Source: an optimization exercise on an open RTL-to-GDS flow (aim: small area). Production flows keep margins and buffers that such runs may drop.
RTL that was checked went through simulation tests only; none was proved equivalent to the original.
Power and IR drop assume default switching activity.

==> flow/design.v <==
package response_park_pkg;
  typedef logic [$clog2(16)-1:0] uid_t;
  typedef logic [64-1:0] data_t;
  typedef logic [2-1:0] resp_t;
  typedef logic [8-1:0] oid_t;
  typedef logic [$clog2(16):0] count_t;
  typedef struct packed {
    oid_t  oid;
    resp_t resp;
    data_t data;
  } park_resp_t;
  localparam count_t park_full_level = count_t'(16 - 1);
endpackage
`timescale 1ns/1ps
module slot_table #(
  parameter int DEPTH = 16,
  parameter int W     = 74
) (
  input  logic             clk,
  input  logic [DEPTH-1:0] we,        
  input  logic [DEPTH-1:0] hold,      
  input  logic [W-1:0]     wdata,
  input  logic [DEPTH-1:0] rsel_n,    
  output logic [W-1:0]     rdata
);
  logic [W:0] mem [DEPTH];
  logic [W:0] din;
  logic [W:0] rraw;
  assign din = {1'b0, wdata};
  always_ff @(posedge clk) begin
    for (int s = 0; s < DEPTH; s++) begin
      mem[s] <= ~((mem[s] | {(W+1){we[s]}}) & (din | {(W+1){hold[s]}}));
    end
  end
  always_comb begin
    rraw = '1;
    for (int s = 0; s < DEPTH; s++) begin
      rraw = rraw & (mem[s] | {(W+1){rsel_n[s]}});
    end
  end
  assign rdata = rraw[W-1:0] ^ {W{rraw[W]}};
endmodule
`timescale 1ns/1ps
module occupancy_tracker (
  input  logic [15:0] occupied,
  output logic        full
);
  logic [7:0] z1, m1;
  logic [3:0] z2, m2;
  logic [1:0] z3, m3;
  always_comb begin
    for (int i = 0; i < 8; i++) begin
      z1[i] = ~occupied[2*i] | ~occupied[2*i+1];
      m1[i] = ~occupied[2*i] & ~occupied[2*i+1];
    end
    for (int i = 0; i < 4; i++) begin
      z2[i] = z1[2*i] | z1[2*i+1];
      m2[i] = m1[2*i] | m1[2*i+1] | (z1[2*i] & z1[2*i+1]);
    end
    for (int i = 0; i < 2; i++) begin
      z3[i] = z2[2*i] | z2[2*i+1];
      m3[i] = m2[2*i] | m2[2*i+1] | (z2[2*i] & z2[2*i+1]);
    end
  end
  assign full = (z3[0] | z3[1]) & ~(m3[0] | m3[1] | (z3[0] & z3[1]));
endmodule
`timescale 1ns/1ps
module response_park (
  input  logic                          clk,
  input  logic                          rst,
  input  logic                          in_valid,
  input  logic [$clog2(16)-1:0] in_uid,
  input  logic [8+2+64-1:0] in_payload,
  output logic                          in_ready,
  input  logic                          alloc_req,
  input  logic [$clog2(16)-1:0] alloc_uid,
  output logic                          alloc_gnt,
  output logic [8+2+64-1:0] out_payload,
  input  logic                          free_req,
  input  logic [$clog2(16)-1:0] free_uid,
  output logic                          free_ack,
  output logic                          full
);
  localparam int DEPTH = 16;
  localparam int W     = 8 + 2 + 64;
  logic [DEPTH-1:0] occupied_q, reserved_q;
  logic [DEPTH-1:0] occupied_d, reserved_d;
  logic [DEPTH-1:0] rsel_n;
  logic [DEPTH-1:0] we;
  logic enq_accept, alloc_hit, free_accept;
  occupancy_tracker u_occupancy_tracker (
    .occupied (occupied_q),
    .full     (full)
  );
  logic [DEPTH-1:0] dec_in, dec_al, dec_fr;
  logic [DEPTH-1:0] al_s, fr_s;
  always_comb begin
    for (int s = 0; s < DEPTH; s++) begin
      dec_in[s] = (in_uid == s);
      dec_al[s] = (alloc_uid == s);
      dec_fr[s] = (free_uid == s);
    end
  end
  assign in_ready    = ~full & ~|(occupied_q & dec_in);
  assign enq_accept  = in_valid & in_ready;
  assign al_s = {DEPTH{alloc_req}} & dec_al & occupied_q & ~reserved_q;
  assign fr_s = {DEPTH{free_req}} & dec_fr & occupied_q;
  assign alloc_hit   = |al_s;
  assign free_accept = |fr_s;
  assign we         = {DEPTH{enq_accept}} & dec_in;
  assign occupied_d = (occupied_q | we) & ~fr_s;
  assign reserved_d = (reserved_q | al_s) & ~fr_s;
  always_ff @(posedge clk) begin
    if (rst) begin
      occupied_q <= '0;
      reserved_q <= '0;
      alloc_gnt  <= 1'b0;
      free_ack   <= 1'b0;
    end else begin
      occupied_q <= occupied_d;
      reserved_q <= reserved_d;
      alloc_gnt  <= alloc_hit;
      free_ack   <= free_accept;
    end
  end
  logic [$clog2(DEPTH)-1:0] ruid_q;
  always_ff @(posedge clk) begin
    ruid_q <= alloc_uid;
  end
  always_comb begin
    for (int s = 0; s < DEPTH; s++) rsel_n[s] = (ruid_q != s);
  end
  slot_table #(.DEPTH(DEPTH), .W(W)) u_slot_table (
    .clk   (clk),
    .we    (we),
    .hold  (~we),
    .wdata (in_payload),
    .rsel_n (rsel_n),
    .rdata (out_payload)
  );
endmodule
Settings: LEC_CHECK=0, CAP_MARGIN=0, CORE_MARGIN=2, CORE_UTILIZATION=80, PLACE_DENSITY=0.85, SETUP_SLACK_MARGIN=0.15, SLEW_MARGIN=0, SYNTH_HIERARCHICAL=1; clock period 5.0 ns.
standard.sh (not shown) runs the stock make flow with config.mk's settings and CLKGATE_MAP_FILE= SYNTH_SCRIPT=/design/flow/synth_recipe.tcl, a recipe that flattens the netlist after the stock synthesis.
==> flow/flow/run.sh <==
#!/bin/bash
# Standard layout with plain buf_1 port buffers, no CTS dummy loads and smaller clock buffers
export BUFFER_PORTS_ARGS="-buffer_cell sky130_fd_sc_hd__buf_1"
export CTS_ARGS="-sink_clustering_enable -repair_clock_nets -dont_use_dummy_load -sink_clustering_size 28 -sink_clustering_max_diameter 45 -buf_list {sky130_fd_sc_hd__clkbuf_16}"
bash standard.sh > standard.log 2>&1
==> next run, changes <==
==> flow/flow/run.sh (replaced) <==
#!/bin/bash
# Standard layout with plain buf_1 port buffers, no CTS dummy loads and smaller clock buffers
export BUFFER_PORTS_ARGS="-buffer_cell sky130_fd_sc_hd__buf_1"
export CTS_ARGS="-sink_clustering_enable -repair_clock_nets -dont_use_dummy_load -sink_clustering_size 20 -sink_clustering_max_diameter 50 -buf_list {sky130_fd_sc_hd__clkbuf_8}"
bash standard.sh > standard.log 2>&1
What happened: Routed wire length came out lower by 4.5%. Cell count went down by 0.35%. Worst setup slack degrades by 0.037 ns. Count of clock-buffer cells in the layout shrinks by 18. Hold slack gains 0.0034 ns. Total power came out lower by 10%. Flip-flop and latch count does not change. Core utilization goes down by 2.7 points. Maximum frequency decreases by 0.76%. Clock skew is lower by 0.027 ns.
==> next run, changes <==
--- a/flow/config.mk
+++ b/flow/config.mk
@@ -7,3 +7,3 @@
 export LEC_CHECK = 0
-export CAP_MARGIN = 0
+export CAP_MARGIN = 20
 export CORE_MARGIN = 2
@@ -12,3 +12,3 @@
 export SETUP_SLACK_MARGIN = 0.15
-export SLEW_MARGIN = 0
+export SLEW_MARGIN = 20
 export SYNTH_HIERARCHICAL = 1
Effect: The changed run passed the timing, design-rule and antenna checks. Setup slack improved by 0.067 ns. Clock power stays flat. Area after synthesis stays the same. Die area is unchanged. Cell area barely changes.


birch:
response_park, a different RTL version from the one above (not shown whole).
Size: roughly 170 I/O pins, about 0.043 mm^2 of cells after synthesis.
==> flow/config.mk <==
export PLATFORM = sky130hd
export DESIGN_NAME = response_park
export DESIGN_NICKNAME = response_park
export VERILOG_FILES = /design/flow/design.v
export SDC_FILE = /design/flow/constraint.sdc
export NUM_CORES = 4
export LEC_CHECK = 0
export CAP_MARGIN = 20
export CORE_MARGIN = 2
export CORE_UTILIZATION = 40
export SETUP_SLACK_MARGIN = 0.15
export SLEW_MARGIN = 20
export SYNTH_HIERARCHICAL = 1
==> flow/constraint.sdc <==
create_clock -name core_clock -period 5.0 [get_ports {clk}]
set_input_delay 1.0000 -clock core_clock [delete_from_list [all_inputs] [get_ports {clk}]]
set_output_delay 1.0000 -clock core_clock [all_outputs]
set_load 0.01 [all_outputs]
==> flow/flow/run.sh <==
#!/bin/bash
# Standard layout with plain buf_1 port buffers, no CTS dummy loads and smaller clock buffers
export BUFFER_PORTS_ARGS="-buffer_cell sky130_fd_sc_hd__buf_1"
export CTS_ARGS="-sink_clustering_enable -repair_clock_nets -dont_use_dummy_load -sink_clustering_size 30 -sink_clustering_max_diameter 60 -buf_list {sky130_fd_sc_hd__clkbuf_16}"
bash standard.sh > standard.log 2>&1
birch finished all stages; the layout is clean.
Input-level comparison between maple and birch:
==> flow/flow/run.sh <==
#!/bin/bash
# Standard layout with plain buf_1 port buffers, no CTS dummy loads and smaller clock buffers
export BUFFER_PORTS_ARGS="-buffer_cell sky130_fd_sc_hd__buf_1"
export CTS_ARGS="-sink_clustering_enable -repair_clock_nets -dont_use_dummy_load -sink_clustering_size 20 -sink_clustering_max_diameter 50 -buf_list {sky130_fd_sc_hd__clkbuf_8}"
bash standard.sh > standard.log 2>&1
Notes after the runs:
- The final layouts of birch and maple pass the timing, design-rule and antenna checks.
- Area growth from synthesis to layout is higher on birch
- Looking at worst setup slack after layout, maple sits 0.0031 ns lower than birch does.
- Diff birch -> maple | headroom to the max-slew limit | decrease of 4.4 points
- Re total of hold buffers inserted after clock tree synthesis: no difference whatsoever between maple and birch.
Function was not checked in any run of this note: the RTL went through the layout flow alone.


old:
Another version of the RTL of response_park (not shown whole).
Size: ~4000 cells after synthesis, ~1200 flip-flops, about 170 I/O pins, ~42000 um2 of cells after synthesis.
clock: 5.0 ns
lec_check: 0
cap_margin: 20
core_margin: 2
core_utilization: 80
place_density: 0.85
setup_slack_margin: 0.15
slew_margin: 20
synth_hierarchical: 1
==> flow/flow/run.sh <==
#!/bin/bash
# Standard layout with plain buf_1 port buffers, no CTS dummy loads and smaller clock buffers
export BUFFER_PORTS_ARGS="-buffer_cell sky130_fd_sc_hd__buf_1"
export CTS_ARGS="-sink_clustering_enable -repair_clock_nets -dont_use_dummy_load -sink_clustering_size 16 -sink_clustering_max_diameter 40 -buf_list {sky130_fd_sc_hd__clkbuf_8}"
bash standard.sh > standard.log 2>&1
What new does differently from old at the input level:
--- a/flow/flow/run.sh
+++ b/flow/flow/run.sh
@@ -4 +4 @@
-export CTS_ARGS="-sink_clustering_enable -repair_clock_nets -dont_use_dummy_load -sink_clustering_size 16 -sink_clustering_max_diameter 40 -buf_list {sky130_fd_sc_hd__clkbuf_8}"
+export CTS_ARGS="-sink_clustering_enable -repair_clock_nets -dont_use_dummy_load -sink_clustering_size 20 -sink_clustering_max_diameter 50 -buf_list {sky130_fd_sc_hd__clkbuf_8}"
Notes after the runs:
- | post-layout minimum cycle time | new vs old | 0.019 ns higher |
- new ends up with a area growth from synthesis to layout that is 1.7 points lower than in old.
- Looking at design area, new sits about 1.6% below old.
- In new, the met3 layer wire length in the routed design came out about 7% below the value in old.
- Compared with old, new has less setup slack.
- Compared with old, new improves total power of the final layout.

==> static timing again, ports no longer ideal <==
How much do the figures lean on ideal ports? The routed layouts below were timed once more, with nothing changed but the port constraints.
Step 1 (the two cells are an assumption about what drives the block):
set clk [get_ports {clk}]
set_driving_cell -lib_cell sky130_fd_sc_hd__clkbuf_16 $clk
set_driving_cell -lib_cell sky130_fd_sc_hd__buf_2 [delete_from_list [all_inputs] $clk]
Step 2 times the ports against the registers' clock, not the clock port: input delays grow and output delays shrink by t, the midpoint of the rising clock arrivals with the driver on.
Three values: ideal ports, drivers, drivers and shift; two values: the first two.
| run | shift t [ns] | setup WS [ns] | latest minus earliest clock arrival (ns) | cell pins on the clock port's net |
|---|---|---|---|---|
| the first run of note 1 | 0.733 | 0.112 / 0.041 / 0.658 | 0.097 / 0.097 | 1 |
| the second run of note 1 | 0.787 | 0.075 / 0.007 / 0.754 | 0.083 / 0.083 | 1 |
| the third run of note 1 | 0.788 | 0.142 / 0.075 / 0.863 | 0.104 / 0.104 | 1 |
| birch | 0.752 | 0.313 / 0.238 / 0.421 | 0.107 / 0.107 | 1 |
| maple | 0.847 | 0.309 / 0.242 / 0.463 | 0.094 / 0.095 | 1 |
| old | 0.847 | 0.194 / 0.128 / 0.489 | 0.079 / 0.079 | 1 |
| new | 0.767 | 0.175 / 0.110 / 0.597 | 0.098 / 0.097 | 1 |
After both steps every run listed still meets setup and hold.
